This design comes from an exercise in tuning for small area, a short achievable clock period and few clock cycles on the open sky130 flow, not from production work.
RTL that was checked went through simulation tests only; none was proved equivalent to the original.
Function not checked in runs 5 and 6: the RTL went through the layout flow alone.
Power and IR drop assume default switching activity.

[flow/run.sh]
#!/bin/bash
# synth_recipe.tcl (not shown) runs the flow's synth.tcl, then flattens the netlist and writes it again
# the make line also repeats each setting of config.mk as NAME=value (left out here)
make -C /OpenROAD-flow-scripts/flow DESIGN_CONFIG=/design/flow/config.mk WORK_HOME=/design/flow/orfs CLKGATE_MAP_FILE= SYNTH_SCRIPT=/design/flow/synth_recipe.tcl finish
[flow/config.mk]
export PLATFORM = sky130hd
export DESIGN_NAME = rgb_led_fade_blink_driver_core
export DESIGN_NICKNAME = rgb_led_fade_blink_driver_core
export VERILOG_FILES = /design/flow/design.v
export SDC_FILE = /design/flow/constraint.sdc
export NUM_CORES = 4
export LEC_CHECK = 0
export ABC_AREA = 1
export CAP_MARGIN = 20
export CORE_MARGIN = 2
export CORE_UTILIZATION = 40
export SETUP_SLACK_MARGIN = 3.7
export SLEW_MARGIN = 20
[flow/constraint.sdc]
create_clock -name core_clock -period 7.0 [get_ports {clk}]
set_input_delay 1.4000 -clock core_clock [delete_from_list [all_inputs] [get_ports {clk}]]
set_output_delay 1.4000 -clock core_clock [all_outputs]
set_load 0.01 [all_outputs]
[flow/design.v]
package rlfb_pkg;
  localparam logic [6:0] PCT_MAX = 7'd100;
  localparam logic [2:0] CMD_TICK      = 3'd0;
  localparam logic [2:0] CMD_SET       = 3'd1;
  localparam logic [2:0] CMD_INTENSITY = 3'd2;
  localparam logic [2:0] CMD_BLINK     = 3'd3;
  localparam logic [2:0] CMD_FADE_IN   = 3'd4;
  localparam logic [2:0] CMD_FADE_OUT  = 3'd5;
  localparam logic [2:0] CMD_OFF       = 3'd6;
  localparam logic [2:0] CMD_NOP       = 3'd7;
endpackage
module rlfb_div (
  input  logic [7:0] rem,
  input  logic [7:0] total,
  output logic       qbit,
  output logic [7:0] rem_nxt
);
  logic [8:0] rem2;
  logic [8:0] diff;
  always_comb begin
    rem2    = {rem, 1'b1};
    diff    = rem2 - {1'b0, total};
    qbit    = !diff[8];
    rem_nxt = qbit ? diff[7:0] : rem2[7:0];
  end
endmodule
module rlfb_lane (
  input  logic       eng,     
  input  logic       ins,     
  input  logic       bit_i,
  input  logic [7:0] y,
  input  logic       cbit,
  input  logic [6:0] p,
  input  logic [7:0] e,
  input  logic [7:0] lo,
  input  logic [7:0] hi,
  input  logic [7:0] d,
  output logic [7:0] x,
  output logic [7:0] h
);
  logic [9:0] s;
  logic [1:0] w;
  logic [7:0] x255;
  logic [8:0] si;
  logic [1:0] wi;
  logic [8:0] si1;
  logic [8:0] si2;
  logic [6:0] xi;
  logic [1:0] ww;
  logic [7:0] pp;
  logic [7:0] h0;
  logic [7:0] h1;
  logic [7:0] h2;
  always_comb begin
    s    = {2'b00, e} + {2'b00, lo} + {2'b00, (bit_i ? y : 8'd0)};
    w    = (s >= 10'd510) ? 2'd2 : ((s >= 10'd255) ? 2'd1 : 2'd0);
    x255 = (w == 2'd2) ? s[7:0] + 8'd2 : ((w == 2'd1) ? s[7:0] + 8'd1 : s[7:0]);
    si   = {1'b0, lo[6:0], 1'b0} + {2'b00, (cbit ? p : 7'd0)};
    si1  = si - 9'd100;
    si2  = si - 9'd200;
    wi   = !si2[8] ? 2'd2 : (!si1[8] ? 2'd1 : 2'd0);
    xi   = (wi == 2'd2) ? si2[6:0] : ((wi == 2'd1) ? si1[6:0] : si[6:0]);
    x    = ins ? {1'b0, xi} : x255;
    ww   = ins ? wi : w;
    pp   = (eng || ins) ? hi : d;
    h0   = pp + hi;
    h1   = pp + hi + 8'd1;
    h2   = pp + hi + 8'd2;
    h    = (ww == 2'd2) ? h2 : ((ww == 2'd1) ? h1 : h0);
  end
endmodule
module rlfb_merge (
  input  logic [23:0] data,
  input  logic        pol,
  input  logic        invert,
  output logic [23:0] out_tdata
);
  assign out_tdata = data ^ {24{pol ^ invert}};
endmodule
module rgb_led_fade_blink_driver_core (
  input  logic        clk,
  input  logic        rst_n,
  input  logic        cfg_we,
  input  logic        cfg_wdata,    
  input  logic        in_tvalid,
  output logic        in_tready,
  input  logic [71:0] in_tdata,
  input  logic [2:0]  in_tuser,     
  output logic        out_tvalid,
  input  logic        out_tready,
  output logic [23:0] out_tdata,    
  output logic [1:0]  out_tuser     
);
  logic        busy_r;
  logic        fade_r;
  logic        sub_r;
  logic [15:0] acc_r;
  logic [15:0] dur_r;
  logic [7:0]  total_r;
  logic [7:0]  left_r;       
  logic [8:0]  xr_r;         
  logic [7:0]  rem_r;        
  logic [8:0]  d0_r;         
  logic [8:0]  d1_r;         
  logic        bit_r;        
  logic [2:0]  cnt_r;
  logic        dv_busy_r;    
  logic        ln_busy_r;    
  logic        in_busy_r;    
  logic [23:0] base_r;
  logic [23:0] e_r;
  logic [23:0] lo_r;
  logic [23:0] hi_r;
  logic        inv_r;
  logic        ov_r;
  logic [23:0] data_r;
  logic        pol_r;
  logic [1:0]  user_r;
  logic [23:0] in_rgb;
  logic [6:0]  in_pct;
  logic [15:0] in_on;
  logic [15:0] in_dur;
  logic [7:0]  in_steps;
  logic [7:0]  steps_c;
  logic [6:0]  pct_c;
  logic [7:0]  steps_fill;
  logic [2:0]  steps_msb;
  logic        on_zero;
  logic        dur_zero;
  logic        fade_go;
  assign in_rgb   = in_tdata[23:0];
  assign in_pct   = in_tdata[30:24];
  assign in_on    = in_tdata[46:31];
  assign in_dur   = in_tdata[62:47];
  assign in_steps = in_tdata[70:63];
  always_comb begin
    steps_c  = (in_steps == 8'd0) ? 8'd1 : in_steps;
    pct_c    = (in_pct > rlfb_pkg::PCT_MAX) ? rlfb_pkg::PCT_MAX : in_pct;
    on_zero  = (in_on == 16'd0);
    dur_zero = (in_dur == 16'd0);
    fade_go  = (in_dur[15:8] != 8'd0) ||
               ((in_steps == 8'd0) ? (in_dur[7:0] != 8'd0) : (in_dur[7:0] >= in_steps));
    steps_fill[7] = 1'b0;
    for (int i = 6; i >= 0; i--) steps_fill[i] = steps_fill[i+1] | steps_c[i+1];
    steps_msb[2] = |steps_c[7:4];
    steps_msb[1] = steps_msb[2] ? |steps_c[7:6] : |steps_c[3:2];
    steps_msb[0] = steps_msb[2] ? (steps_msb[1] ? steps_c[7] : steps_c[5])
                                : (steps_msb[1] ? steps_c[3] : steps_c[1]);
  end
  logic [15:0] acc_sub;
  logic        acc_hit;
  logic [8:0]  xr_nxt;
  logic [8:0]  d0_set;
  logic [8:0]  d1_set;
  logic        last_step;
  logic        dur_r_zero;
  logic        setup;
  always_comb begin
    acc_sub    = acc_r - {8'd0, total_r};
    acc_hit    = (acc_r[15:9] == 7'd0) && (acc_r[8:0] < {total_r, 1'b0});
    xr_nxt     = xr_r + (bit_r ? d1_r : d0_r);
    d0_set     = sub_r ? {1'b0, rem_r} : 9'd0 - {1'b0, rem_r};
    d1_set     = sub_r ? {1'b0, rem_r} - {1'b0, total_r} : {1'b0, total_r} - {1'b0, rem_r};
    last_step  = (left_r == 8'd1);
    dur_r_zero = (dur_r == 16'd0);
    setup      = dv_busy_r || ln_busy_r;
  end
  logic       qbit;
  logic [7:0] rem_nxt;
  rlfb_div u_div (
    .rem     (rem_r),
    .total   (total_r),
    .qbit    (qbit),
    .rem_nxt (rem_nxt)
  );
  logic [23:0] lane_x;
  logic [23:0] lane_h;
  for (genvar c = 0; c < 3; c++) begin : g_lane
    rlfb_lane u_lane (
      .eng   (ln_busy_r),
      .ins   (in_busy_r),
      .bit_i (bit_r),
      .y     (base_r[8*c +: 8]),
      .cbit  (base_r[8*c+7]),
      .p     (total_r[6:0]),
      .e     (e_r[8*c +: 8]),
      .lo    (lo_r[8*c +: 8]),
      .hi    (hi_r[8*c +: 8]),
      .d     (data_r[8*c +: 8]),
      .x     (lane_x[8*c +: 8]),
      .h     (lane_h[8*c +: 8])
    );
  end
  logic out_free;
  logic take;
  logic in_done;
  logic c_tick, c_nop, c_set, c_int, c_blink, c_fade, c_fin, c_off;
  logic st_any, st_fade, st_bon;
  logic ev_tick, ev_fstep, ev_bon, ev_end, ev_rej;
  logic ev_set, ev_int, ev_blink, ev_fade, ev_off;
  always_comb begin
    c_tick  = (in_tuser == rlfb_pkg::CMD_TICK);
    c_nop   = (in_tuser == rlfb_pkg::CMD_NOP);
    c_set   = (in_tuser == rlfb_pkg::CMD_SET);
    c_int   = (in_tuser == rlfb_pkg::CMD_INTENSITY);
    c_blink = (in_tuser == rlfb_pkg::CMD_BLINK);
    c_fade  = (in_tuser[2:1] == 2'b10);
    c_fin   = !in_tuser[0];
    c_off   = (in_tuser == rlfb_pkg::CMD_OFF);
    st_any  = busy_r && acc_hit;
    st_fade = st_any && fade_r;
    st_bon  = st_any && !fade_r && sub_r;
    out_free  = !ov_r || out_tready;
    in_tready = out_free && !in_busy_r && !(setup && st_fade);
    take      = in_tvalid && in_tready;
    in_done   = in_busy_r && (cnt_r == 3'd7) && out_free;
    ev_tick  = take && c_tick && busy_r;
    ev_fstep = take && c_tick && st_fade;
    ev_bon   = take && c_tick && st_bon;
    ev_end   = take && c_tick && st_any &&
               (fade_r ? last_step : (!sub_r || dur_r_zero));
    ev_rej   = take && busy_r && !c_tick && !c_nop;
    ev_set   = take && !busy_r && c_set;
    ev_int   = take && !busy_r && c_int;
    ev_blink = take && !busy_r && c_blink;
    ev_fade  = take && !busy_r && c_fade;
    ev_off   = take && !busy_r && c_off;
  end
  logic [8:0] xr_new;
  always_comb begin
    if (ln_busy_r && !dv_busy_r) begin
      xr_new = sub_r ? d1_set : d0_set;
    end else if (ev_fstep) begin
      xr_new = xr_nxt;
    end else begin
      xr_new = xr_r;
    end
  end
  always_ff @(posedge clk) begin
    if (!rst_n) begin
      busy_r <= 1'b0;
    end else if (ev_end) begin
      busy_r <= 1'b0;
    end else if (ev_blink) begin
      busy_r <= !(on_zero && dur_zero);
    end else if (ev_fade) begin
      busy_r <= fade_go;
    end
  end
  always_ff @(posedge clk) begin
    if (ev_blink || ev_fade) begin
      fade_r <= c_fade;
    end
    if (ev_blink) begin
      sub_r <= !on_zero;
    end else if (ev_fade) begin
      sub_r <= c_fin;
    end else if (ev_bon) begin
      sub_r <= 1'b0;
    end
    if (ev_tick) begin
      acc_r <= st_any ? dur_r : acc_sub;
    end else if (ev_blink) begin
      acc_r <= on_zero ? in_dur : in_on;
    end else if (ev_fade) begin
      acc_r <= in_dur;
    end
    if (ev_blink || ev_fade) begin
      dur_r <= in_dur;
    end
    if (ev_blink) begin
      total_r <= 8'd1;
    end else if (ev_fade) begin
      total_r <= steps_c;
    end else if (ev_int) begin
      total_r <= {1'b0, pct_c};
    end
    if (ev_fade) begin
      left_r <= steps_c;
    end else if (ev_fstep) begin
      left_r <= left_r - 8'd1;
    end
    xr_r  <= xr_new;
    if (ln_busy_r && !dv_busy_r) begin
      d0_r <= d0_set;
      d1_r <= d1_set;
    end
    bit_r <= dv_busy_r ? qbit : (sub_r ? !xr_new[8] : xr_new[8]);
    if (ev_fade) begin
      rem_r <= steps_fill;
    end else if (dv_busy_r) begin
      rem_r <= rem_nxt;
    end
    if (ev_fade || ev_int) begin
      cnt_r <= ev_fade ? steps_msb : 3'd0;
    end else if (dv_busy_r || (in_busy_r && (cnt_r != 3'd7 || out_free))) begin
      cnt_r <= cnt_r + 3'd1;
    end
    if (ev_fade || ev_int) begin
      base_r <= in_rgb;
    end else if (in_busy_r) begin
      base_r <= {base_r[22:16], 1'b0, base_r[14:8], 1'b0, base_r[6:0], 1'b0};
    end
    if (ev_fade || ev_int) begin
      e_r <= '0;
    end else if (ln_busy_r && !dv_busy_r) begin
      e_r <= sub_r ? 24'd0 : {3{8'd254}};
    end else if (ev_fstep || ln_busy_r || in_busy_r) begin
      e_r <= lane_x;
    end
    if (ev_fade || ev_int) begin
      lo_r <= '0;
      hi_r <= '0;
    end else if (ln_busy_r || (in_busy_r && (cnt_r != 3'd7 || out_free))) begin
      lo_r <= lane_x;
      hi_r <= lane_h;
    end
  end
  always_ff @(posedge clk) begin
    if (!rst_n) begin
      dv_busy_r <= 1'b0;
      ln_busy_r <= 1'b0;
      in_busy_r <= 1'b0;
    end else begin
      ln_busy_r <= dv_busy_r;
      if (ev_fade) begin
        dv_busy_r <= fade_go;
      end else if (dv_busy_r && cnt_r == 3'd7) begin
        dv_busy_r <= 1'b0;
      end
      if (ev_int) begin
        in_busy_r <= 1'b1;
      end else if (in_done) begin
        in_busy_r <= 1'b0;
      end
    end
  end
  always_ff @(posedge clk) begin
    if (!rst_n) begin
      inv_r <= 1'b0;
      ov_r  <= 1'b0;
    end else begin
      if (cfg_we) inv_r <= cfg_wdata;
      if ((take && !ev_int) || in_done) begin
        ov_r <= 1'b1;
      end else if (out_tready) begin
        ov_r <= 1'b0;
      end
    end
  end
  always_ff @(posedge clk) begin
    if (!rst_n) begin
      data_r <= '0;
      pol_r  <= 1'b0;
    end else if (ev_fstep) begin
      data_r <= lane_h;
    end else if (in_done) begin
      data_r <= lane_h;
      pol_r  <= 1'b0;
    end else if (ev_bon || ev_off) begin
      data_r <= '0;
      pol_r  <= 1'b0;
    end else if (ev_set) begin
      data_r <= in_rgb;
      pol_r  <= 1'b0;
    end else if (ev_blink) begin
      data_r <= on_zero ? 24'd0 : in_rgb;
      pol_r  <= 1'b0;
    end else if (ev_fade) begin
      data_r <= (c_fin == fade_go) ? 24'd0 : (c_fin ? in_rgb : ~in_rgb);
      pol_r  <= !c_fin && fade_go;
    end
  end
  always_ff @(posedge clk) begin
    if (in_done) begin
      user_r <= 2'b00;
    end else if (take) begin
      user_r[1] <= ev_rej;
      if (ev_end) begin
        user_r[0] <= 1'b0;
      end else if (ev_blink) begin
        user_r[0] <= !(on_zero && dur_zero);
      end else if (ev_fade) begin
        user_r[0] <= fade_go;
      end else begin
        user_r[0] <= busy_r;
      end
    end
  end
  rlfb_merge u_merge (
    .data      (data_r),
    .pol       (pol_r),
    .invert    (inv_r),
    .out_tdata (out_tdata)
  );
  assign out_tvalid = ov_r;
  assign out_tuser  = user_r;
endmodule
==> results of run 1 <==
## cells in the mapped netlist, types with 7 or more instances
cell type  count  area (um2)
o21ai_0      217        1086
dfxtp_1      116        2322
ha_1         176        2202
buf_2         29       145.1
or2_2         17       106.4
nand3_1      212        1061
nand4_1       40       250.2
a31oi_1       23       143.9
nand2_1      889        3337
inv_2         10       37.54
o21bai_1       8       60.06
nand3_2       11       110.1
o211ai_1      18       135.1
mux2_2         8       90.09
nor2_2        10       62.56
o21ai_1       18       90.09
o21ai_2        7       61.31
nand3b_1      14       105.1
inv_1        430        1614
nor4_1        13       81.33
nor3_1        19       95.09
xnor2_1       61       534.3
xor2_1        77       674.4
edfxtp_1     102        3063
clkbuf_1      54       202.7
o31ai_1        7       52.55
fa_1          17       340.3
nor2_1       195       732.0
nand2_2       24       150.1
a21oi_1      187       935.9
## cell families after synthesis
| logic type | synth area share, % |
|---|---|
| AOI/OAI and AO/OA | 14.23 |
| and+or+nand+nor | 30.39 |
| xor gates and xnor gates | 6.112 |
| buffers and inverters | 10.10 |
| muxes | 0.6326 |
| DFF | 26.18 |
| adders and majority gates | 12.36 |
## power by group through the flow
stage                     clock network, mW  registers [mW]  logic [mW]
after global routing                   1.58            1.92        10.8
after global placement                    0            1.90        6.32
final                                  1.51            1.89        9.86
after floorplan                           0            1.79        4.99
after CTS                              1.53            1.89        8.32
after detailed placement                  0            1.91        6.45
## cell type report
cell class | instances | area [um2]
clock buffers | 43 | 827.0
clock inverters | 8 | 128.9
fillers | 4814 | 23680
inverters | 442 | 1743
multi-input cells | 2339 | 15600
flip-flops and latches | 218 | 5460
well taps | 680 | 850.8
repair buffers | 286 | 2796
repair inverters | 1 | 7.507
## sequential cells by signal, indices dropped and copies added (netlist names), 2 cells and up
signal	cells
d1_r	9
left_r	8
total_r	8
d0_r	9
rem_r	8
base_r	24
e_r	24
data_r	24
xr_r	9
acc_r	16
hi_r	24
cnt_r	3
user_r	2
dur_r	16
lo_r	24
## through the flow
step	utilization [%]	instance area [um2]	power (mW)	std cells	hold WS, ps
finish	53.65	27410	13.26	4017	485.8
global route	53.65	27410	14.28	4017	512.1
CTS	50.91	26010	11.73	3970	487.1
detailed placement	43.56	22260	8.358	3798	463.9
global placement	43.56	22260	8.229	3798	459.0
floorplan	-	20640	6.782	3088	448.8
## worst min path at each step
stage	cells after the start	endpoint	slack, ps
after detailed placement	2	e_r[16]	460
after CTS	2	e_r[16]	490
after floorplan	2	e_r[0]	450
final	2	e_r[16]	490
after global routing	2	total_r[7]	510
after global placement	2	e_r[0]	460
## metal layers
metal  wire length [um]  share of wire [%]  up-vias  track usage, %
met2              32520                 46      687           41.93
met5                 12              0.017        -               0
met3               4337                6.1      162           3.014
li1                   -                  -    10570               -
met1              30950                 44    10140           33.79
met4               2915                4.1        2           9.758
## worst max-delay path: stages (launching register included)
cell,delay (ps)
dfxtp_4,360
clkinvlp_4,150
ha_4,250
nand2_2,70
a21oi_1,50
nor3_2,150
nand3_2,110
nor2_4,120
nand3_2,80
and2_4,150
buf_6,110
## repair_timing
| item | 4_1_cts | 5_1_grt |
|---|---|---|
| setup buffers | 113 | 45 |
| cloned | 8 | 2 |
| pin swaps | 179 | 157 |
| endpoints found under the setup margin | 263 | 244 |
| resized for setup | 494 | 276 |
==> results_dict.tcl, run 1 <==
set metrics [dict create \
    cts-buffers-inserted 28 \
    clockPowerShare_pct 11.4 \
    nNetsFinal 3590 \
    dieWidth_um 230.8 \
    syn_inst 3088 \
    async_reset_ff_share_pct 0 \
    vias 21570 \
    grt_pass1_wl_um 108700 \
    drt_iter0_markers 1572 \
    syn-num-nets 3362 \
    gr-total-overflow 0 \
    p_seq_share_pct 14.3 \
    rsz0062_at_grt "true" \
    synth_area_um2 20570 \
    place_hpwl_um 47470 \
    intPower_mw 6.563 \
    min_path_type "reg -> reg" \
    cts_hold_buffers 0 \
    critPathMaxFanout 3 \
    grt_max_degree 81 \
    timing.final.crit_share_pct 51.30 \
    synth_edf_count 102 \
    grt_pass1_vias 20580 \
    avgSynthCellArea_um2 6.662 \
    drtPass1Iterations 5 \
    hp-start "e_r[16]" \
    relSlewSlack_pct 43.05 \
    place_ws_ps 1714 \
    worstSetupEndpoint "in_tready" \
    die_height_um 230.8 \
    clk_pin_slew_ps 60 \
    crit_path_start_kind "flop" \
    switching_power_mw 6.696 \
    start_util_pct 40.26 \
    crit_required_ps 5600 \
    root_buffer "clkbuf_16" \
    ir_worst_vdd_uv 267.6 \
    finalSetupTns_ps 0 \
    gp_congestion 0.9187 \
    diodes 0 \
    clk_latency_ps 580 \
    path_class "reg -> out" \
    postRouteAntennaNets 0 \
    fmax_ghz 0.2785 \
    cts_tree "built" \
    end_kind "primary output" \
    synth_ff_type "dfxtp_1" \
    yosys_warnings 3 \
    remaining_drc_errors 0 \
    port_buffers 107 \
    setup_ws_ps 3409 \
    cts.path.max_buffers 3 \
    rows 83 \
    synth.distinct_cells 67 \
    h-tree-depth 1 \
    ys_seq_area_share_pct 26.18 \
    r2r_end "e_r[20]" \
    switching_share_pct 50.50 \
    grt_use_total_pct 25.37 \
    ios 109 \
    r2r-start "e_r[18]" \
    final_cell_mix "762 x nand2_1, 396 x inv_1, 172 x nor2_1" \
    cp-startpoint "total_r[6]" \
    reg2reg_slack_ps 3460 \
    die_area_um2 53260 \
    maxCapViolations 0 \
    worst_pin_slew_ps 853.4 \
    status "no timing/DRC/antenna violations" \
    rr_worst_depth 27 \
    layout_commonest_cell "nand2_1" \
    drive_gt1_share_pct 23.46 \
    finalClockSkew_ps 11.25 \
    core_um2 51090 \
    power_frac_comb_pct 74.3 \
    finalHoldViolations 0 \
    area_growth_pct 33.24 \
    setup_viol 0 \
    arrival_ps 2190 \
    wirelength_um 70730 \
    synth_seq_cells 218 \
    timing.final.max_slew_violations 0 \
    antenna_found_initial 1 \
    cts.sinks 218 \
    wire_per_inst_um 17.61 \
    power.density_nw_per_um2 483.7 \
    period_minus_slack_ps 3591 \
    viasPerCell 5.369 \
    leakagePower_nw 13.27 \
]
Testbench counts, summed over its fixed seeds: cycles 31,785.
==> run 2: changes to the inputs <==
--- a/flow/config.mk
+++ b/flow/config.mk
@@ -10,4 +10,4 @@
 export CORE_MARGIN = 2
 export CORE_UTILIZATION = 40
-export SETUP_SLACK_MARGIN = 3.7
+export SETUP_SLACK_MARGIN = 3.1
 export SLEW_MARGIN = 20
==> results_dict.tcl, run 2 <==
set metrics [dict create \
    status "no timing/DRC/antenna violations" \
    finalClockSkew_ps 18.85 \
    timing.final.max_slew_violations 0 \
    layout_commonest_cell "nand2_1" \
    fin_area_um2 23900 \
    postRouteAntennaNets 0 \
    clockPowerShare_pct 12.9 \
    grt_pass1_wl_um 101800 \
    drt_iter0_markers 1530 \
    crit_buf_inv 2 \
    synth_area_um2 20570 \
    arrival_ps 2390 \
    die_area_um2 53260 \
    synth_top_cells_by_count "889 x nand2_1, 430 x inv_1, 217 x o21ai_0, 212 x nand3_1, 195 x nor2_1" \
    synthTopCellsByArea "nand2_1 16%, edfxtp_1 15%, dfxtp_1 11%" \
    cts.path.max_buffers 3 \
    setup_viol 0 \
    grt_max_degree 81 \
    min_path_type "reg -> reg" \
    core_um2 51090 \
    port_buffers 107 \
    gr-total-overflow 0 \
    synth.distinct_cells 67 \
    ir_worst_vdd_uv 174.8 \
    antenna_found_initial 1 \
    power_frac_comb_pct 68.9 \
    yosysMostFrequentCell "nand2_1" \
    ys_seq_area_share_pct 26.18 \
    dieWidth_um 230.8 \
    setup_ws_ps 3210 \
    grt_use_total_pct 23.42 \
    yosys.area.top_type_share_pct 16.22 \
    grt_pass1_vias 19520 \
    rsz0062_at_grt "true" \
    place_ws_ps 1799 \
    ios 109 \
    area_growth_pct 16.18 \
    syn_inst 3088 \
    finalHoldViolations 0 \
    relSlewSlack_pct 33.40 \
    fmax_ghz 0.2638 \
    stdcell_count 3885 \
    crit_required_ps 5600 \
    start_util_pct 40.26 \
    wire_per_inst_um 16.35 \
    die_height_um 230.8 \
    remaining_drc_errors 0 \
    synth_top_area_cell "nand2_1" \
    gp_congestion 0.8976 \
    synth_edf_count 102 \
    place_area_um2 22200 \
    critPathMaxFanout 3 \
    switching_power_mw 5.319 \
    async_reset_ff_share_pct 0 \
    cts-buffers-inserted 26 \
    clk_pin_slew_ps 60 \
    path_class "reg -> out" \
    h-tree-depth 1 \
    drtPass1Iterations 5 \
    synth_seq_cells 218 \
    finalSetupTns_ps 0 \
    leakagePower_nw 11.80 \
    synth_ff_type "dfxtp_1" \
    worst_pin_slew_ps 998.9 \
    viasPerCell 5.276 \
    syn-num-nets 3362 \
    final_cell_mix "869 x nand2_1, 420 x inv_1, 215 x o21ai_0" \
    power.density_nw_per_um2 430.8 \
    cts.sinks 218 \
    cp_slowest_cell "dfxtp_4" \
    crit_path_start_kind "flop" \
    drive_gt1_share_pct 9.301 \
    p_seq_share_pct 18.2 \
    fillers 5239 \
    rows 83 \
    root_buffer "clkbuf_16" \
    place_hpwl_um 47780 \
    fin_util_pct 46.78 \
    crit_top_cell "nand3_2" \
    cts_tree "built" \
    critical_path.cell_chain "clkinvlp_4 > ha_4 > nand2_1 > a21oi_1 > nor3_1 > nand3_2 > nor2_4 > nand3_2 > and2_4 > clkdlybuf4s15_1" \
    max_stage_delay_ps 360 \
    dp.cells 3797 \
    avgSynthCellArea_um2 6.662 \
    yosys_warnings 3 \
    wirelength_um 63540 \
    end_kind "primary output" \
    clk_latency_ps 560 \
    period_minus_slack_ps 3790 \
    cpLargestDelayFamily "simple AND/OR/NAND/NOR gates" \
    intPower_mw 4.978 \
    switching_share_pct 51.66 \
    nNetsFinal 3461 \
    maxCapViolations 0 \
    vias 20500 \
    timing.final.crit_share_pct 54.14 \
]
[run 2: cell count changes in the layout (fill, tap and decap cells not counted), sizes merged, moves of 10 or more]
cell / previous run / this run
clkbuf: 54 / 35
dlymetal6s2s: 13 / 3
dlygate4sd2: 13 / 1
clkdlybuf4s50: 64 / 102
buf: 178 / 54
[run 2: worst reg2reg max path, cell delays in order (launching register included)]
cell	delay, ps
dfxtp_1	330
ha_2	200
fa_2	350
nand3_1	90
nand2_2	100
a31oi_4	190
xnor2_1	150
ha_2	330
nand2_1	90
inv_1	50
a21oi_2	140
nand2_1	80
nand2_1	100
nand2_2	90
nor2_4	150
nand3_4	120
nand2_4	120
inv_2	50
nand2_2	100
nand2_4	110
buf_4	180
buf_4	130
nand2_1	50
nand2_1	100
o21ai_1	130
inv_1	50
[run 2: what timing repair did]
| item | in CTS | in global routing |
|---|---|---|
| buffers inserted | 18 | 22 |
| pin swaps | 5 | 21 |
| gates cloned | 1 | 1 |
| hold buffers | 0 | 0 |
| setup endpoints to repair | 183 | 164 |
| resized for setup | 35 | 112 |
[run 2: layer usage]
metal / up-vias / global-route usage, % / wire length (um)
met2: 583 / 39.43 / 29150
li1: 10290 / - / -
met5: - / 0 / 0
met1: 9541 / 32.15 / 29010
met3: 82 / 2.273 / 3933
met4: 0 / 5.685 / 1438
[run 2: path summary, 6_finish.rpt]
check	startpoint	slack [ps]	end	cells past startpoint
worst max-delay path	total_r[5]	3210	in_tready	10
worst min-delay path	e_r[16]	480	e_r[16]	2
worst min register to register	e_r[16]	480	e_r[16]	2
worst max register to register	lo_r[16]	3290	hi_r[20]	25
[run 2: area by class of cell]
class                   instances  area (um2)  area share (%)
flip-flops and latches        218        5423           22.69
multi-input cells            2337       13610           56.93
diodes                          1       2.502         0.01047
clock inverters                10       82.58          0.3455
well taps                     680       850.8           3.560
inverters                     442        1690           7.073
clock buffers                  35       735.7           3.078
repair inverters                1       7.507         0.03141
repair buffers                161        1503           6.287
[run 2: logic make-up (layout without fill, tap and decap cells)]
kind of cell             after synthesis  count (layout)  synth area share [%]
AO/OA/AOI/OAI                        528             528                 14.23
XOR/XNOR                             141             141                 6.112
adder cells (fa/ha/maj)              193             193                 12.36
buffers and inverters                534             649                 10.10
flip-flops                           218             218                 26.18
multiplexers                          12              12                0.6326
other                                  0               1                     0
AND/OR/NAND/NOR                     1462            1463                 30.39
[run 2: through the flow]
step / power [mW] / hold slack (ps)
5_1_grt: 11.35 / 496.5
4_1_cts: 9.829 / 473.0
6_report: 10.30 / 478.2
3_3_place_gp: 8.253 / 459.8
3_5_place_dp: 8.396 / 464.5
2_1_floorplan: 6.766 / 448.8
[run 2: power groups by stage]
stage	Combinational [mW]	Clock (mW)	Sequential, mW
floorplan	4.97	0	1.79
global placement	6.36	0	1.89
detailed placement	6.50	0	1.90
CTS	6.62	1.35	1.86
global route	8.05	1.40	1.91
finish	7.09	1.33	1.87
==> run 3: changes to the inputs <==
--- a/flow/config.mk
+++ b/flow/config.mk
@@ -10,4 +10,4 @@
 export CORE_MARGIN = 2
 export CORE_UTILIZATION = 40
-export SETUP_SLACK_MARGIN = 3.1
+export SETUP_SLACK_MARGIN = 3.4
 export SLEW_MARGIN = 20
==> results_dict.tcl, run 3 <==
set metrics [dict create \
    wirelength_um 66380 \
    arrival_ps 2220 \
    port_buffers 107 \
    grt_pass1_wl_um 102600 \
    yosys.area.top_type_share_pct 16.22 \
    setup_viol 0 \
    layout_commonest_cell "nand2_1" \
    diodes 0 \
    synth_seq_cells 218 \
    drt_iter0_markers 1356 \
    fmax_ghz 0.2760 \
    worst_pin_slew_ps 865.5 \
    die_area_um2 53260 \
    synth_compound_area_share_pct 14.23 \
    wire_per_inst_um 16.83 \
    synth.distinct_cells 67 \
    clk_pin_slew_ps 60 \
    rsz0062_at_grt "true" \
    area_growth_pct 25.70 \
    ys_seq_area_share_pct 26.18 \
    grt_pass1_vias 19460 \
    dieWidth_um 230.8 \
    grt_use_total_pct 23.65 \
    remaining_drc_errors 0 \
    ir_worst_vdd_uv 214.3 \
    synth_edf_count 102 \
    root_buffer "clkbuf_16" \
    rows 83 \
    gr-total-overflow 0 \
    clk_latency_ps 560 \
    nNetsFinal 3519 \
    status "no timing/DRC/antenna violations" \
    place_ws_ps 1774 \
    setup_ws_ps 3377 \
    place_hpwl_um 48140 \
    finalSetupTns_ps 0 \
    avgSynthCellArea_um2 6.662 \
    cts.path.max_buffers 3 \
    finalClockSkew_ps 20.56 \
    cts_tree "built" \
    yosys.area_share.simple_pct 30.39 \
    power.density_nw_per_um2 459.8 \
    grt_max_degree 81 \
    core_um2 51090 \
    synth_ff_type "dfxtp_1" \
    antenna_found_initial 0 \
    yosys_warnings 3 \
    start_util_pct 40.26 \
    min_path_type "reg -> reg" \
    yosysMostFrequentCell "nand2_1" \
    fillers 5009 \
    critPathMaxFanout 3 \
    synth_top_family_by_area "simple AND/OR/NAND/NOR gates" \
    die_height_um 230.8 \
    multiInputGateArea_um2 14890 \
    cp_slowest_cell "dfxtp_4" \
    cts.sinks 218 \
    final_cell_mix "781 x nand2_1, 410 x inv_1, 177 x nor2_1" \
    synth_area_um2 20570 \
    period_minus_slack_ps 3623 \
    syn_inst 3088 \
    seqCellArea_um2 5453 \
    synthMuxAreaShare_pct 0.6325 \
    timing.final.max_slew_violations 0 \
    finalHoldViolations 0 \
    hold_ws_ps 481.1 \
    viasPerCell 5.321 \
    vias 20990 \
    relSlewSlack_pct 42.09 \
    ios 109 \
    synth_top_cells_by_count "889 x nand2_1, 430 x inv_1, 217 x o21ai_0, 212 x nand3_1, 195 x nor2_1" \
    synth-xor-area-share_pct 6.112 \
    maxCapViolations 0 \
    cts-buffers-inserted 27 \
    synth_top_area_cell "nand2_1" \
    crit_path_start_kind "flop" \
    postRouteAntennaNets 0 \
    critical_path.cell_chain "clkinvlp_4 > ha_4 > nand2_1 > a21oi_1 > nor3_1 > nand3_1 > nor2_2 > nand3_2 > and2_4 > buf_6" \
    drive_gt1_share_pct 18.60 \
    path_class "reg -> out" \
    syn-num-nets 3362 \
    synthTopCellsByArea "nand2_1 16%, edfxtp_1 15%, dfxtp_1 11%" \
    max_stage_delay_ps 370 \
    fin_util_pct 50.61 \
    timing.final.crit_share_pct 51.76 \
    crit_required_ps 5600 \
    gp_congestion 0.9123 \
    leakagePower_nw 12.53 \
    h-tree-depth 1 \
    end_kind "primary output" \
    drtPass1Iterations 7 \
    async_reset_ff_share_pct 0 \
    synthAdderAreaFrac_pct 12.36 \
]
-- run 3: cell types whose count changed in the layout (fill, tap and decap cells not counted), sizes merged --
cell           previous run  this run
buf                      54       109
clkdlybuf4s50           102        87
clkbuf                   35        44
dlygate4sd2               1         9
dlymetal6s2s              3        10
clkinv                    8         3
bufinv                    1         3
clkinvlp                 10         8
clkdlybuf4s15             1         0
diode                     1         0
inv                     434       435
o21ai                   243       244
-- run 3: logic make-up after synthesis --
| kind of cell | Yosys count |
|---|---|
| simple gates | 1462 |
| buf+inv | 534 |
| compound gates | 528 |
| flops | 218 |
| fa+ha+maj | 193 |
| xor+xnor | 141 |
| mux | 12 |
-- run 3: per-layer routing --
| metal | wire length [um] | vias to the layer above | share of wire, % | track usage, % |
|---|---|---|---|---|
| li1 | - | 10400 | - | - |
| met1 | 30000 | 9882 | 45 | 32.31 |
| met5 | 0 | - | 0 | 0 |
| met3 | 3384 | 102 | 5.1 | 2.162 |
| met4 | 1768 | 0 | 2.7 | 5.827 |
| met2 | 31230 | 604 | 47 | 40.10 |
-- run 3: where the power goes --
| group | leakage, nW | switching, mW | internal (mW) |
|---|---|---|---|
| sequential | 1.91 | 0.243 | 1.64 |
| combinational | 10.2 | 5.33 | 3.25 |
| clock | 0.435 | 0.560 | 0.872 |
| total | 12.5 | 6.13 | 5.76 |
-- run 3: layout make-up --
| class | count | area share [%] |
|---|---|---|
| Clock buffer | 42 | 3.024 |
| Clock inverter | 6 | 0.4209 |
| Inverter | 442 | 6.580 |
| Multi-Input combinational cell | 2338 | 57.56 |
| Sequential cell | 218 | 21.09 |
| Tap cell | 680 | 3.290 |
| Timing Repair Buffer | 217 | 8.008 |
| Timing Repair inverter | 1 | 0.02903 |
-- run 3: worst paths after layout --
kind                                  from          to  slack [ps]  depth (start not counted)
worst max-delay path            total_r[5]   in_tready        3380                         10
worst min-delay path            total_r[7]  total_r[7]         480                          2
worst max register to register     lo_r[8]  data_r[11]        3400                         25
worst min register to register  total_r[7]  total_r[7]         480                          2
-- run 3: repair_timing --
action / in CTS / in global routing
gates resized for setup: 147 / 399
pin swaps: 40 / 164
setup buffers: 52 / 42
setup endpoints to repair: 256 / 170
cloned: 1 / 3
hold buffers: 0 / 0
-- run 3: worst max-delay path: cells and delay by family, from the launching register on --
family / cells / cell delay [ps]
AND/OR/NAND/NOR: 6 / 710
flip-flops: 1 / 370
adder cells (fa/ha/maj): 1 / 250
buffers and inverters: 2 / 270
AO/OA/AOI/OAI: 1 / 70
-- run 3: metrics by stage --
step	instance area (um2)	std cells	power (mW)
floorplan	20570	3088	6.767
global placement	22210	3798	8.255
detailed placement	22210	3798	8.400
CTS	24020	3899	10.28
global route	25860	3944	12.92
finish	25860	3944	11.89
==> run 4: changes to the inputs <==
--- a/flow/config.mk
+++ b/flow/config.mk
@@ -10,4 +10,4 @@
 export CORE_MARGIN = 2
 export CORE_UTILIZATION = 40
-export SETUP_SLACK_MARGIN = 3.4
+export SETUP_SLACK_MARGIN = 3.5
 export SLEW_MARGIN = 20
==> results_dict.tcl, run 4 <==
set metrics [dict create \
    status "no timing/DRC/antenna violations" \
    layout_commonest_cell "nand2_1" \
    start_util_pct 40.26 \
    cts_tree "built" \
    clk_pin_slew_ps 60 \
    relSlewSlack_pct 40.60 \
    cts.path.max_buffers 3 \
    cts.sinks 218 \
    synth_top_cells_by_count "889 x nand2_1, 430 x inv_1, 217 x o21ai_0, 212 x nand3_1, 195 x nor2_1" \
    syn_inst 3088 \
    dp.cells 3798 \
    maxCapViolations 0 \
    cts-buffers-inserted 27 \
    rows 83 \
    die_area_um2 53260 \
    postRouteAntennaNets 0 \
    stdcell_count 3950 \
    wire_per_inst_um 17.02 \
    final_cell_mix "783 x nand2_1, 409 x inv_1, 179 x o21ai_0" \
    viasPerCell 5.324 \
    core_um2 51090 \
    min_path_type "reg -> reg" \
    leakagePower_nw 12.70 \
    finalClockSkew_ps 25.39 \
    crit_required_ps 5600 \
    grt_max_degree 81 \
    synthAdderAreaFrac_pct 12.36 \
    end_kind "primary output" \
    ir_worst_vdd_uv 233.9 \
    yosysMostFrequentCell "nand2_1" \
    ios 109 \
    critPathMaxFanout 3 \
    timing.final.crit_share_pct 51.57 \
    remaining_drc_errors 0 \
    path_class "in -> out" \
    drt_iter0_markers 1453 \
    fin_util_pct 50.73 \
    vias 21030 \
    async_reset_ff_share_pct 0 \
    synth_area_um2 20570 \
    setup_viol 0 \
    area_growth_pct 26.01 \
    crit_path_start_kind "primary input" \
    synthMuxAreaShare_pct 0.6325 \
    port_buffers 107 \
    h-tree-depth 1 \
    nNetsFinal 3522 \
    power.total_mw 12.04 \
    finalHoldViolations 0 \
    synth_ff_type "dfxtp_1" \
    synth_seq_cells 218 \
    synth.distinct_cells 67 \
    dieWidth_um 230.8 \
    power.density_nw_per_um2 464.6 \
    synthTopCellsByArea "nand2_1 16%, edfxtp_1 15%, dfxtp_1 11%" \
    avgSynthCellArea_um2 6.662 \
    synth_compound_area_share_pct 14.23 \
    synth-xor-area-share_pct 6.112 \
    root_buffer "clkbuf_16" \
    synth_edf_count 102 \
    yosys.area.top_type_share_pct 16.22 \
    antenna_found_initial 1 \
    gr-total-overflow 0 \
    place_hpwl_um 47770 \
    finalSetupTns_ps 0 \
    rsz0062_at_grt "true" \
    synth_top_area_cell "nand2_1" \
    period_minus_slack_ps 3610 \
    drive_gt1_share_pct 18.69 \
    timing.final.max_slew_violations 0 \
    synth_top_family_by_area "simple AND/OR/NAND/NOR gates" \
    gp_congestion 0.8889 \
    arrival_ps 2210 \
    die_height_um 230.8 \
    yosys_warnings 3 \
    ys_seq_area_share_pct 26.18 \
    worst_pin_slew_ps 890.1 \
    yosys.area_share.simple_pct 30.39 \
    grt_pass1_vias 19750 \
    wirelength_um 67230 \
    drtPass1Iterations 5 \
    cts_hold_buffers 0 \
    fmax_ghz 0.2770 \
    grt_pass1_wl_um 103700 \
    syn-num-nets 3362 \
    clk_latency_ps 590 \
    grt_use_total_pct 24.06 \
]
run 4: metrics by stage:
step	setup slack [ps]	instance area, um2	hold WS (ps)
after detailed placement	1753	22210	462.8
after CTS	3346	24440	478.9
after floorplan	3488	20580	448.8
after global placement	1779	22210	458.9
after global routing	3189	25920	518.0
final	3390	25920	485.4
run 4: final cells by class:
| class | instances | area, um2 |
|---|---|---|
| multi-input cells | 2338 | 14880 |
| repair buffers | 220 | 2072 |
| fillers | 5028 | 25170 |
| flip-flops and latches | 218 | 5449 |
| clock inverters | 17 | 157.7 |
| well taps | 680 | 850.8 |
| diodes | 1 | 2.502 |
| inverters | 442 | 1723 |
| repair inverters | 1 | 7.507 |
| clock buffers | 33 | 780.7 |
run 4: power by group:
part           switching, mW  total [mW]  internal (mW)
Sequential             0.240        1.88           1.64
Clock                  0.625        1.47          0.841
Combinational           5.34        8.70           3.35
Total                   6.21        12.0           5.84
run 4: routing by layer:
metal	wire length, um	GRT usage [%]	up-vias
met5	0	0	-
met4	1659	7.097	0
met3	4090	2.483	114
met2	31090	39.56	627
met1	30390	33.27	9865
li1	-	-	10420
run 4: critical path, cell delays in order:
cell and delay, ps:
dlygate4sd2_1 270, nor2_2 150, nor2_2 80, and2_4 200, buf_6 110
run 4: worst paths after layout:
| kind | start | endpoint | slack [ps] | depth (start not counted) |
|---|---|---|---|---|
| worst max-delay path | out_tready | in_tready | 3390 | 5 |
| worst min-delay path | e_r[16] | e_r[16] | 490 | 2 |
| worst max register to register | lo_r[0] | data_r[4] | 3410 | 25 |
| worst min register to register | e_r[16] | e_r[16] | 490 | 2 |
run 4: kinds of logic (layout without fill, tap and decap cells):
group           count (synthesis)  in the layout
simple gates                 1462           1463
buf+inv                       534            713
compound gates                528            529
flops                         218            218
fa+ha+maj                     193            193
xor+xnor                      141            141
mux                            12             12
other cells                     0              1
run 4: repair_timing:
action,CTS,global route
gates resized for setup,224,321
pin swaps,79,134
setup buffers,64,33
endpoints found under the setup margin,253,164
gates cloned,4,0
==> run 5: changes to the inputs <==
--- a/flow/design.v
+++ b/flow/design.v
@@ -302,5 +302,5 @@
       base_r <= {base_r[22:16], 1'b0, base_r[14:8], 1'b0, base_r[6:0], 1'b0};
     end
-    if (ev_fade || ev_int) begin
+    if (!busy_r && !in_busy_r) begin
       e_r <= '0;
     end else if (ln_busy_r && !dv_busy_r) begin
@@ -309,5 +309,5 @@
       e_r <= lane_x;
     end
-    if (ev_fade || ev_int) begin
+    if (!busy_r && !in_busy_r) begin
       lo_r <= '0;
       hi_r <= '0;
==> results_dict.tcl, run 5 <==
set metrics [dict create \
    root_buffer "clkbuf_16" \
    cts.path.max_buffers 3 \
    yosys_warnings 3 \
    drive_gt1_share_pct 20.90 \
    arrival_ps 2270 \
    ys_seq_area_share_pct 26.10 \
    gr-total-overflow 0 \
    synthTopCellsByArea "nand2_1 17%, edfxtp_1 15%, dfxtp_1 11%" \
    synth_top_area_cell "nand2_1" \
    viasPerCell 5.358 \
    period_minus_slack_ps 3675 \
    gp_congestion 0.9159 \
    max_stage_delay_ps 370 \
    synthAdderAreaFrac_pct 12.32 \
    reg2reg_slack_ps 3380 \
    syn_inst 3092 \
    clk_pin_slew_ps 60 \
    area_growth_pct 28.61 \
    antenna_found_initial 2 \
    port_buffers 107 \
    rows 83 \
    worst-path-stages 11 \
    vias 21370 \
    die_area_um2 53420 \
    wirelength_um 70060 \
    critPathMaxFanout 2 \
    cts_hold_buffers 0 \
    yosys.area.top_type_share_pct 16.61 \
    timing.final.crit_share_pct 52.50 \
    drtPass1Iterations 5 \
    synthMuxAreaShare_pct 0.6306 \
    layout_commonest_cell "nand2_1" \
    final_cell_mix "777 x nand2_1, 400 x inv_1, 199 x o21ai_0" \
    ir_worst_vdd_uv 163.4 \
    h-tree-depth 1 \
    min_path_type "reg -> reg" \
    grt_pass1_vias 20030 \
    nNetsFinal 3559 \
    synth_area_um2 20630 \
    status "no timing/DRC/antenna violations" \
    start_util_pct 40.30 \
    grt_max_degree 54 \
    finalHoldViolations 0 \
    cts-buffers-inserted 28 \
    end_kind "primary output" \
    cp_slowest_cell "dfxtp_4" \
    r2r_end "data_r[15]" \
    hp-start "e_r[0]" \
    synth-xor-area-share_pct 5.639 \
    cts_tree "built" \
    busiest_layer "met2" \
    grt_use_total_pct 24.89 \
    drt_iter0_markers 1463 \
    wire_per_inst_um 17.56 \
    hold_depth 2 \
    critical_path.cell_chain "clkinvlp_4 > ha_4 > nand2_4 > buf_4 > nor2_1 > nand2_2 > nand3_2 > nor2_4 > nand3_4 > and2_4 > buf_6" \
    maxCapViolations 0 \
    timing.final.max_slew_violations 0 \
    grt_pass1_wl_um 106700 \
    yosys.area_share.simple_pct 30.70 \
    core_um2 51200 \
    synth_top_family_by_area "simple AND/OR/NAND/NOR gates" \
    yosysMostFrequentCell "nand2_1" \
    synth_ff_type "dfxtp_1" \
    synth_compound_area_share_pct 14.72 \
    remaining_drc_errors 0 \
    r2r-start "lo_r[8]" \
    setup_viol 0 \
    fmax_ghz 0.2721 \
    crit_buf_inv 3 \
    dieWidth_um 231.1 \
    finalClockSkew_ps 14.77 \
    place_hpwl_um 49050 \
    synth_seq_cells 218 \
    die_height_um 231.1 \
    power.density_nw_per_um2 187.1 \
    postRouteAntennaNets 0 \
    synth_top_cells_by_count "913 x nand2_1, 431 x inv_1, 227 x nand3_1, 213 x o21ai_0, 177 x nor2_1" \
    worst_pin_slew_ps 992.3 \
    rr_worst_depth 26 \
    path_class "reg -> out" \
    grt_use_met3_pct 2.940 \
    rsz0062_at_grt "true" \
    async_reset_ff_share_pct 0 \
    avgSynthCellArea_um2 6.674 \
    synth.distinct_cells 66 \
    syn-num-nets 3366 \
    power.total_mw 4.965 \
    crit_path_start_kind "flop" \
    cts.sinks 218 \
    met1_usage_pct 33.45 \
    leakagePower_nw 12.82 \
    grt_util_met2_pct 40.95 \
    clk_latency_ps 580 \
    cpLargestDelayFamily "simple AND/OR/NAND/NOR gates" \
    synth_edf_count 102 \
    crit_required_ps 5600 \
    ios 109 \
    worst_hold_path.endpoint "e_r[0]" \
    finalSetupTns_ps 0 \
    relSlewSlack_pct 33.85 \
]
-- run 5: cell count changes in the layout (fill, tap and decap cells not counted), sizes merged, moves of 14 or more --
cell / change
nand2: +18
nor2: -17
o21bai: +40
buf: +19
a21oi: -23
dlygate4sd2: +16
dlymetal6s2s: -14
-- run 5: tightest hold or removal path, stage by stage (launching register included) --
cell     delay (ps)
dfxtp_2         340
nand2_1          60
a21oi_1          60
-- run 5: how the worst max path moves through the flow --
stage | from | slack (ps) | endpoint
after floorplan | in_tdata[66] | 3500 | data_r[16]
after global placement | in_tuser[0] | 1990 | acc_r[6]
after detailed placement | in_tdata[56] | 1940 | data_r[19]
after CTS | total_r[6] | 3310 | in_tready
after global routing | lo_r[8] | 3200 | e_r[13]
final | total_r[6] | 3330 | in_tready
-- run 5: cell families after synthesis --
group / after synthesis
adder cells (fa/ha/maj): 193
XOR/XNOR: 132
buffers and inverters: 527
flip-flops: 218
AND/OR/NAND/NOR: 1472
multiplexers: 12
AO/OA/AOI/OAI: 538
-- run 5: stage by stage --
stage	hold WS, ps	utilization [%]	setup WS [ps]	instances	area [um2]
final	493.3	51.83	3325	3989	26540
after global routing	508.6	51.83	3202	3989	26540
after CTS	484.2	48.66	3312	3947	24910
after detailed placement	470.2	43.61	1941	3810	22330
after global placement	459.5	43.61	1991	3810	22330
after floorplan	447.9	-	3501	3092	20650
-- run 5: what timing repair did --
| action | CTS | global route |
|---|---|---|
| gates cloned | 7 | 1 |
| pin swaps | 97 | 182 |
| buffers inserted | 78 | 39 |
| setup endpoints to repair | 266 | 176 |
| resized for setup | 299 | 330 |
-- run 5: where the power goes --
part	internal, mW	switching [mW]	total [mW]
Clock	0.862	0.605	1.47
Combinational	0.763	1.21	1.98
Sequential	1.45	0.0767	1.52
Total	3.07	1.89	4.96
-- run 5: final cells by class --
type	instances	area (um2)
Clock buffer	40	797.0
Inverter	442	1715
Tap cell	680	850.8
Clock inverter	12	116.4
Sequential cell	218	5453
Multi-Input combinational cell	2353	15410
Antenna cell	2	5.005
Fill cell	4965	24660
Timing Repair Buffer	241	2183
Timing Repair inverter	1	7.507
-- run 5: per-layer routing --
metal | vias to the layer above | wire length [um] | share of wire (%)
li1 | 10550 | - | -
met1 | 10030 | 30520 | 44
met2 | 653 | 32460 | 46
met3 | 137 | 4453 | 6.4
met4 | 0 | 2616 | 3.7
met5 | - | 0 | 0
==> run 6: changes to the inputs <==
--- a/flow/config.mk
+++ b/flow/config.mk
@@ -10,4 +10,4 @@
 export CORE_MARGIN = 2
 export CORE_UTILIZATION = 40
-export SETUP_SLACK_MARGIN = 3.5
+export SETUP_SLACK_MARGIN = 3.3
 export SLEW_MARGIN = 20
==> results_dict.tcl, run 6 <==
set metrics [dict create \
    setup_viol 0 \
    fmax_ghz 0.2711 \
    die_height_um 231.1 \
    wirelength_um 67930 \
    cp-startpoint "total_r[5]" \
    grt_max_degree 54 \
    critical_path.cell_chain "clkinvlp_4 > ha_4 > nand2_2 > a21oi_2 > nor3_2 > nand3_2 > nor2_4 > nand3_4 > and2_4 > buf_6" \
    crit_required_ps 5600 \
    maxCapViolations 0 \
    h-tree-depth 1 \
    critPathMaxFanout 3 \
    worst-path-stages 10 \
    antenna_found_initial 0 \
    syn-num-nets 3366 \
    diodes 0 \
    synthTopCellsByArea "nand2_1 17%, edfxtp_1 15%, dfxtp_1 11%" \
    viasPerCell 5.298 \
    layout_commonest_cell "nand2_1" \
    vias 20900 \
    wire_per_inst_um 17.22 \
    clk_pin_slew_ps 60 \
    fin_util_pct 49.69 \
    drt_iter0_markers 1526 \
    final_cell_mix "848 x nand2_1, 403 x inv_1, 209 x o21ai_0" \
    postRouteAntennaNets 0 \
    path_class "reg -> out" \
    rows 83 \
    status "no timing/DRC/antenna violations" \
    worst_pin_slew_ps 933.9 \
    place_ws_ps 1931 \
    area_growth_pct 23.29 \
    cp_slowest_cell "dfxtp_4" \
    finalClockSkew_ps 17.03 \
    dp.cells 3812 \
    synth_top_area_cell "nand2_1" \
    drtPass1Iterations 7 \
    finalSetupTns_ps 0 \
    power.density_nw_per_um2 190.4 \
    synth_top_cells_by_count "913 x nand2_1, 431 x inv_1, 227 x nand3_1, 213 x o21ai_0, 177 x nor2_1" \
    setup_ws_ps 3312 \
    yosysMostFrequentCell "nand2_1" \
    place_hpwl_um 49090 \
    grt_pass1_vias 19630 \
    r2r_end "data_r[1]" \
    arrival_ps 2290 \
    ys_seq_area_share_pct 26.10 \
    synth_area_um2 20630 \
    synth_ff_type "dfxtp_1" \
    leakagePower_nw 12.37 \
    power.total_mw 4.844 \
    ir_worst_vdd_uv 187.8 \
    cts_tree "built" \
    root_buffer "clkbuf_16" \
    grt_use_total_pct 24.42 \
    period_minus_slack_ps 3688 \
    grt_pass1_wl_um 104700 \
    timing.final.crit_share_pct 52.69 \
    cts.path.max_buffers 3 \
    cts-buffers-inserted 28 \
    synth_seq_cells 218 \
    syn_inst 3092 \
    port_buffers 107 \
    remaining_drc_errors 0 \
    finalHoldViolations 0 \
    drive_gt1_share_pct 15.07 \
    rsz0062_at_grt "true" \
    gp_congestion 0.9071 \
    r2r-start "lo_r[0]" \
    ios 109 \
    min_path_type "reg -> reg" \
    stdcell_count 3944 \
    worstSetupEndpoint "in_tready" \
    synth_edf_count 102 \
    hold_ws_ps 479.7 \
    crit_path_start_kind "flop" \
    synth.distinct_cells 66 \
    yosys_warnings 3 \
    core_um2 51200 \
    max_stage_delay_ps 360 \
    dieWidth_um 231.1 \
    reg2reg_slack_ps 3440 \
    start_util_pct 40.30 \
    rr_worst_depth 19 \
    timing.final.max_slew_violations 0 \
    gr-total-overflow 0 \
    place_area_um2 22330 \
    end_kind "primary output" \
    yosys.area.top_type_share_pct 16.61 \
    fillers 5065 \
    fin_area_um2 25440 \
    cpLargestDelayFamily "simple AND/OR/NAND/NOR gates" \
    die_area_um2 53420 \
    avgSynthCellArea_um2 6.674 \
    async_reset_ff_share_pct 0 \
    cts.sinks 218 \
    relSlewSlack_pct 37.65 \
    clk_latency_ps 570 \
    crit_buf_inv 2 \
    nNetsFinal 3516 \
]
-- run 6: cell counts after synthesis --
No cell type changed its count.
-- run 6: metal layers --
metal,global-route usage [%],vias up,wire (um)
met5,0,-,0
met4,7.621,0,2035
met3,2.904,111,3921
met2,40.13,578,31140
met1,33.41,9754,30840
li1,-,10450,-
-- run 6: cell type report --
| class | instances | area, um2 | share of cell area [%] |
|---|---|---|---|
| inverter | 442 | 1707 | 6.708 |
| timing repair buffer | 201 | 1902 | 7.476 |
| multi-input combinational | 2351 | 14630 | 57.51 |
| sequential | 218 | 5448 | 21.41 |
| tap | 680 | 850.8 | 3.344 |
| clock inverter | 17 | 145.1 | 0.5705 |
| clock buffer | 35 | 758.2 | 2.980 |
-- run 6: kinds of logic (layout without fill, tap and decap cells) --
| group | Yosys count | in the layout | share of synthesized area [%] |
|---|---|---|---|
| flip-flops | 218 | 218 | 26.10 |
| XOR/XNOR | 132 | 132 | 5.639 |
| buffers and inverters | 527 | 695 | 9.896 |
| AND/OR/NAND/NOR | 1472 | 1476 | 30.70 |
| multiplexers | 12 | 12 | 0.6306 |
| adder cells (fa/ha/maj) | 193 | 193 | 12.32 |
| AO/OA/AOI/OAI | 538 | 538 | 14.72 |
-- run 6: report_power, final --
| part | switching [mW] | total (mW) | internal (mW) | leakage (nW) |
|---|---|---|---|---|
| combinational | 1.14 | 1.86 | 0.720 | 10.0 |
| clock | 0.611 | 1.45 | 0.840 | 0.436 |
| sequential | 0.0879 | 1.53 | 1.45 | 1.90 |
-- run 6: what timing repair did --
action	in CTS	in global routing
hold buffers	0	0
resized for setup	114	263
pin swaps	33	84
setup buffers	36	40
endpoints found under the setup margin	220	184
gates cloned	2	2
-- run 6: worst min-delay path by stage --
| stage | startpoint | to | slack (ps) | cells after the start |
|---|---|---|---|---|
| after floorplan | e_r[0] | e_r[0] | 450 | 2 |
| after global placement | e_r[0] | e_r[0] | 460 | 2 |
| after detailed placement | e_r[8] | e_r[8] | 470 | 2 |
| after CTS | e_r[0] | e_r[0] | 480 | 2 |
| after global routing | e_r[8] | e_r[8] | 510 | 2 |
| final | e_r[0] | e_r[0] | 480 | 2 |
-- run 6: worst register-to-register path: cells and delay by family (launching register included) --
kind                     cells  cell delay (ps)
flip-flops                   1              340
buffers and inverters        4              300
AND/OR/NAND/NOR             10             1210
AO/OA/AOI/OAI                1               60
adder cells (fa/ha/maj)      4             1540
==> run 7: changes to the inputs <==
--- a/flow/design.v
+++ b/flow/design.v
@@ -302,5 +302,5 @@
       base_r <= {base_r[22:16], 1'b0, base_r[14:8], 1'b0, base_r[6:0], 1'b0};
     end
-    if (!busy_r && !in_busy_r) begin
+    if (ev_fade || ev_int) begin
       e_r <= '0;
     end else if (ln_busy_r && !dv_busy_r) begin
@@ -309,5 +309,5 @@
       e_r <= lane_x;
     end
-    if (!busy_r && !in_busy_r) begin
+    if (ev_fade || ev_int) begin
       lo_r <= '0;
       hi_r <= '0;
==> results_dict.tcl, run 7 <==
set metrics [dict create \
    synth_top_cells_by_count "889 x nand2_1, 430 x inv_1, 217 x o21ai_0, 212 x nand3_1, 195 x nor2_1" \
    drive_gt1_share_pct 14.51 \
    postRouteAntennaNets 0 \
    yosysMostFrequentCell "nand2_1" \
    synth_edf_count 102 \
    die_height_um 230.8 \
    r2r-start "lo_r[8]" \
    clk_latency_ps 570 \
    arrival_ps 2230 \
    final_cell_mix "826 x nand2_1, 409 x inv_1, 201 x o21ai_0" \
    fmax_ghz 0.2757 \
    syn_inst 3088 \
    grt_util_met2_pct 39.68 \
    crit_path_start_kind "primary input" \
    synth_top_family_by_area "simple AND/OR/NAND/NOR gates" \
    drtPass1Iterations 6 \
    grt_pass1_vias 19670 \
    cts.sinks 218 \
    grt_max_degree 81 \
    grt_pass1_wl_um 102400 \
    yosys.area_share.simple_pct 30.39 \
    layout_commonest_cell "nand2_1" \
    yosys.area.top_type_share_pct 16.22 \
    finalSetupTns_ps 0 \
    synth_area_um2 20570 \
    synth_top_area_cell "nand2_1" \
    cts.path.max_buffers 3 \
    rsz0062_at_grt "true" \
    power.density_nw_per_um2 445.9 \
    start_util_pct 40.26 \
    root_buffer "clkbuf_16" \
    end_kind "primary output" \
    power.total_mw 11.12 \
    avgSynthCellArea_um2 6.662 \
    die_area_um2 53260 \
    async_reset_ff_share_pct 0 \
    hold_depth 2 \
    worst_pin_slew_ps 901.1 \
    vias 20740 \
    fin_util_pct 48.81 \
    finalClockSkew_ps 26.65 \
    h-tree-depth 1 \
    rr_worst_depth 19 \
    gp_congestion 0.8976 \
    remaining_drc_errors 0 \
    synthAdderAreaFrac_pct 12.36 \
    met1_usage_pct 32.11 \
    grt_use_total_pct 23.54 \
    synth_ff_type "dfxtp_1" \
    hp-start "e_r[16]" \
    wire_per_inst_um 16.49 \
    synth.distinct_cells 67 \
    timing.final.crit_share_pct 51.81 \
    stdcell_count 3921 \
    dieWidth_um 230.8 \
    setup_viol 0 \
    ios 109 \
    nNetsFinal 3497 \
    synth_compound_area_share_pct 14.23 \
    core_um2 51090 \
    timing.final.max_slew_violations 0 \
    leakagePower_nw 12.23 \
    period_minus_slack_ps 3627 \
    gr-total-overflow 0 \
    relSlewSlack_pct 39.74 \
    rows 83 \
    path_class "in -> out" \
    place_hpwl_um 47780 \
    synth_seq_cells 218 \
    crit_required_ps 5600 \
    port_buffers 107 \
    viasPerCell 5.290 \
    area_growth_pct 21.23 \
    status "no timing/DRC/antenna violations" \
    cp-startpoint "out_tready" \
    yosys_warnings 3 \
    place_area_um2 22200 \
    min_path_type "reg -> reg" \
    antenna_found_initial 1 \
    cts-buffers-inserted 26 \
    cts_tree "built" \
    critPathMaxFanout 3 \
    grt_use_met3_pct 2.421 \
    maxCapViolations 0 \
    finalHoldViolations 0 \
    ys_seq_area_share_pct 26.18 \
    synthTopCellsByArea "nand2_1 16%, edfxtp_1 15%, dfxtp_1 11%" \
    busiest_layer "met2" \
    synth-xor-area-share_pct 6.112 \
    syn-num-nets 3362 \
    synthMuxAreaShare_pct 0.6325 \
    ir_worst_vdd_uv 189.4 \
    clk_pin_slew_ps 50 \
    drt_iter0_markers 1487 \
    fillers 5128 \
    cts_hold_buffers 0 \
    wirelength_um 64660 \
    fin_area_um2 24940 \
    dp.cells 3797 \
]
## run 7: final timing paths
check	endpoint	slack, ps
min	e_r[16]	490
max	in_tready	3370
max reg2reg	data_r[10]	3420
min reg2reg	e_r[16]	490
## run 7: layout make-up
type	instances	area [um2]	share of cell area, %
Multi-Input combinational cell	2337	14250	57.15
Sequential cell	218	5446	21.84
Timing Repair Buffer	197	1859	7.455
Inverter	442	1702	6.823
Tap cell	680	850.8	3.411
Clock buffer	35	735.7	2.950
Clock inverter	10	82.58	0.3311
Timing Repair inverter	1	7.507	0.03010
Antenna cell	1	2.502	0.01003
## run 7: through the flow
step / setup slack (ps) / hold WS, ps
after floorplan: 3330 / 448.8
after global placement: 1845 / 459.8
after detailed placement: 1799 / 464.5
after CTS: 3261 / 473.0
after global routing: 3175 / 505.4
final: 3373 / 487.9
## run 7: cells by family after synthesis
kind of cell,count (synthesis)
buffers and inverters,534
XOR/XNOR,141
adder cells (fa/ha/maj),193
flip-flops,218
AO/OA/AOI/OAI,528
AND/OR/NAND/NOR,1462
multiplexers,12
## run 7: routing by layer
metal  wire (um)  vias up  part of all wire [%]
li1            -    10380                     -
met1       29870     9781                    46
met2       29970      493                    46
met3        3315       91                   5.1
met4        1508        0                   2.3
met5           0        -                     0
## run 7: critical path, cell delays in order
cell and delay, ps:
dlygate4sd2_1 270, nor2_2 160, nor2_2 80, and2_4 200, buf_6 110
## run 7: repair_timing
item,in CTS,in global routing
gates resized for setup,87,265
endpoints found under the setup margin,214,170
cloned,2,0
endpoints found under the hold margin,0,0
pin swaps,22,106
buffers inserted,27,49
## run 7: where the power goes
part | internal, mW | switching, mW | total [mW] | leakage [nW]
logic | 2.99 | 4.92 | 7.91 | 9.92
registers | 1.64 | 0.234 | 1.88 | 1.91
clock network | 0.768 | 0.567 | 1.33 | 0.398
Testbench counts of run 7, summed over its fixed seeds: cycles 31,785.
==> run 8: changes to the inputs <==
--- a/flow/config.mk
+++ b/flow/config.mk
@@ -10,4 +10,4 @@
 export CORE_MARGIN = 2
 export CORE_UTILIZATION = 40
-export SETUP_SLACK_MARGIN = 3.3
+export SETUP_SLACK_MARGIN = 3.2
 export SLEW_MARGIN = 20
==> results_dict.tcl, run 8 <==
set metrics [dict create \
    antenna_found_initial 1 \
    setup_ws_ps 3301 \
    relSlewSlack_pct 35.10 \
    switching_share_pct 51.58 \
    rsz0062_at_grt "true" \
    cts-buffers-inserted 26 \
    fin_area_um2 24200 \
    ys_seq_area_share_pct 26.18 \
    hold_depth 2 \
    crit_path_start_kind "flop" \
    syn-num-nets 3362 \
    clk_latency_ps 560 \
    start_util_pct 40.26 \
    grt_use_total_pct 23.45 \
    r2r_end "data_r[15]" \
    die_area_um2 53260 \
    synth_top_area_cell "nand2_1" \
    power_frac_comb_pct 69.4 \
    setup_viol 0 \
    seqCellArea_um2 5439 \
    place_ws_ps 1799 \
    drtPass1Iterations 5 \
    highest_layer "met4" \
    ir_worst_vdd_uv 189.3 \
    die_height_um 230.8 \
    ios 109 \
    arrival_ps 2300 \
    synth_seq_cells 218 \
    power.density_nw_per_um2 434.4 \
    status "no timing/DRC/antenna violations" \
    h-tree-depth 1 \
    root_buffer "clkbuf_16" \
    synth_compound_area_share_pct 14.23 \
    max_stage_delay_ps 610 \
    synth_top_family_by_area "simple AND/OR/NAND/NOR gates" \
    intPower_mw 5.091 \
    crit_required_ps 5600 \
    worst_hold_path.endpoint "e_r[16]" \
    finalClockSkew_ps 22.93 \
    yosys.area.top_type_share_pct 16.22 \
    met2_length_um 29400 \
    period_minus_slack_ps 3699 \
    fillers 5217 \
    port_buffers 107 \
    synth_top_cells_by_count "889 x nand2_1, 430 x inv_1, 217 x o21ai_0, 212 x nand3_1, 195 x nor2_1" \
    cp_slowest_cell "clkdlybuf4s50_1" \
    area_growth_pct 17.66 \
    yosysMostFrequentCell "nand2_1" \
    vias 20550 \
    wirelength_um 63880 \
    postRouteAntennaNets 0 \
    timing.final.max_slew_violations 0 \
    drive_gt1_share_pct 11.05 \
    rr_worst_depth 19 \
    fmax_ghz 0.2703 \
    grt_max_degree 81 \
    wl_met3_um 3736 \
    synthTopCellsByArea "nand2_1 16%, edfxtp_1 15%, dfxtp_1 11%" \
    remaining_drc_errors 0 \
    met1Wirelength_um 29340 \
    synth_ff_type "dfxtp_1" \
    end_kind "primary output" \
    cts.path.max_buffers 3 \
    synthAdderAreaFrac_pct 12.36 \
    worst_pin_slew_ps 973.6 \
    core_um2 51090 \
    dieWidth_um 230.8 \
    min_path_type "reg -> reg" \
    clockPowerShare_pct 12.7 \
    avgSynthCellArea_um2 6.662 \
    reg2reg_slack_ps 3370 \
    timing.final.crit_share_pct 52.84 \
    layout_commonest_cell "nand2_1" \
    grt_pass1_wl_um 102000 \
    finalSetupTns_ps 0 \
    leakagePower_nw 11.92 \
    switching_power_mw 5.423 \
    place_area_um2 22200 \
    synth-xor-area-share_pct 6.112 \
    multiInputGateArea_um2 13790 \
    place_hpwl_um 47780 \
    wire_per_inst_um 16.40 \
    grt_pass1_vias 19580 \
    synth_edf_count 102 \
    yosys.area_share.simple_pct 30.39 \
    path_class "reg -> out" \
    cts.sinks 218 \
    synth.distinct_cells 67 \
    cts_hold_buffers 0 \
    cp-startpoint "inv_r" \
    hp-start "e_r[16]" \
    viasPerCell 5.275 \
    p_seq_share_pct 17.9 \
    synthMuxAreaShare_pct 0.6325 \
    r2r-start "lo_r[8]" \
    cts_tree "built" \
    drt_iter0_markers 1446 \
    critical_path.cell_chain "xnor2_2 > buf_4 > xnor2_1 > clkdlybuf4s50_1" \
    gp_congestion 0.8976 \
    final_cell_mix "851 x nand2_1, 417 x inv_1, 207 x o21ai_0" \
    rows 83 \
    clk_pin_slew_ps 70 \
    finalHoldViolations 0 \
    async_reset_ff_share_pct 0 \
    syn_inst 3088 \
    yosys_warnings 3 \
    nNetsFinal 3471 \
    critPathMaxFanout 24 \
    synth_area_um2 20570 \
    gr-total-overflow 0 \
    maxCapViolations 0 \
]
run 8: per-stage QoR:
step	hold slack [ps]	cells	power (mW)	util, %
floorplan	448.8	3088	6.766	-
global placement	459.8	3797	8.253	43.44
detailed placement	464.5	3797	8.396	43.44
CTS	473.0	3866	9.875	45.76
global route	496.6	3895	11.56	47.37
finish	473.9	3895	10.51	47.37
run 8: critical path, delay by kind of cell, from the launching register on:
kind / cells / cell delay, ps
xor+xnor: 2 / 350
buf+inv: 2 / 1000
flops: 1 / 370
run 8: cell type report:
| cell class | instances | share of cell area (%) |
|---|---|---|
| Multi-Input combinational cell | 2337 | 56.96 |
| Sequential cell | 218 | 22.47 |
| Inverter | 442 | 6.999 |
| Timing Repair Buffer | 171 | 6.632 |
| Tap cell | 680 | 3.515 |
| Clock buffer | 35 | 3.040 |
| Clock inverter | 10 | 0.3412 |
| Timing Repair inverter | 1 | 0.03102 |
| Antenna cell | 1 | 0.01034 |
run 8: power groups by stage:
stage	Clock, mW	Sequential (mW)	Combinational [mW]
2_1_floorplan	0	1.79	4.97
3_3_place_gp	0	1.89	6.36
3_5_place_dp	0	1.90	6.50
4_1_cts	1.35	1.86	6.67
5_1_grt	1.40	1.91	8.25
6_report	1.33	1.88	7.30
run 8: cells by family after synthesis:
group,after synthesis
AND/OR/NAND/NOR,1462
adder cells (fa/ha/maj),193
buffers and inverters,534
XOR/XNOR,141
multiplexers,12
AO/OA/AOI/OAI,528
flip-flops,218
run 8: layer usage:
layer / track usage (%) / vias up
met5: 0 / -
met4: 5.605 / 0
met3: 2.372 / 76
met2: 39.55 / 554
met1: 32.13 / 9592
li1: - / 10330
run 8: how the worst max path moves through the flow:
stage	to	slack [ps]
6_report	out_tdata[23]	3300
5_1_grt	data_r[21]	3120
4_1_cts	e_r[22]	3200
3_5_place_dp	acc_r[14]	1800
3_3_place_gp	data_r[15]	1840
2_1_floorplan	hi_r[5]	3330
run 8: timing repair:
item                                    in CTS  in global routing
gates resized for setup                     52                165
endpoints found under the setup margin     210                146
pin swaps                                   12                 54
setup buffers                               23                 27
gates cloned                                 1                  1

Re-timed with assumed drivers on the ports (clkbuf_16 on the clock, buf_2 on other inputs), run 8 has 3.244 ns of setup slack against 3.301 ns with ideal ports, and 2.814 ns once port delays also move by the mid clock arrival of 0.607 ns.
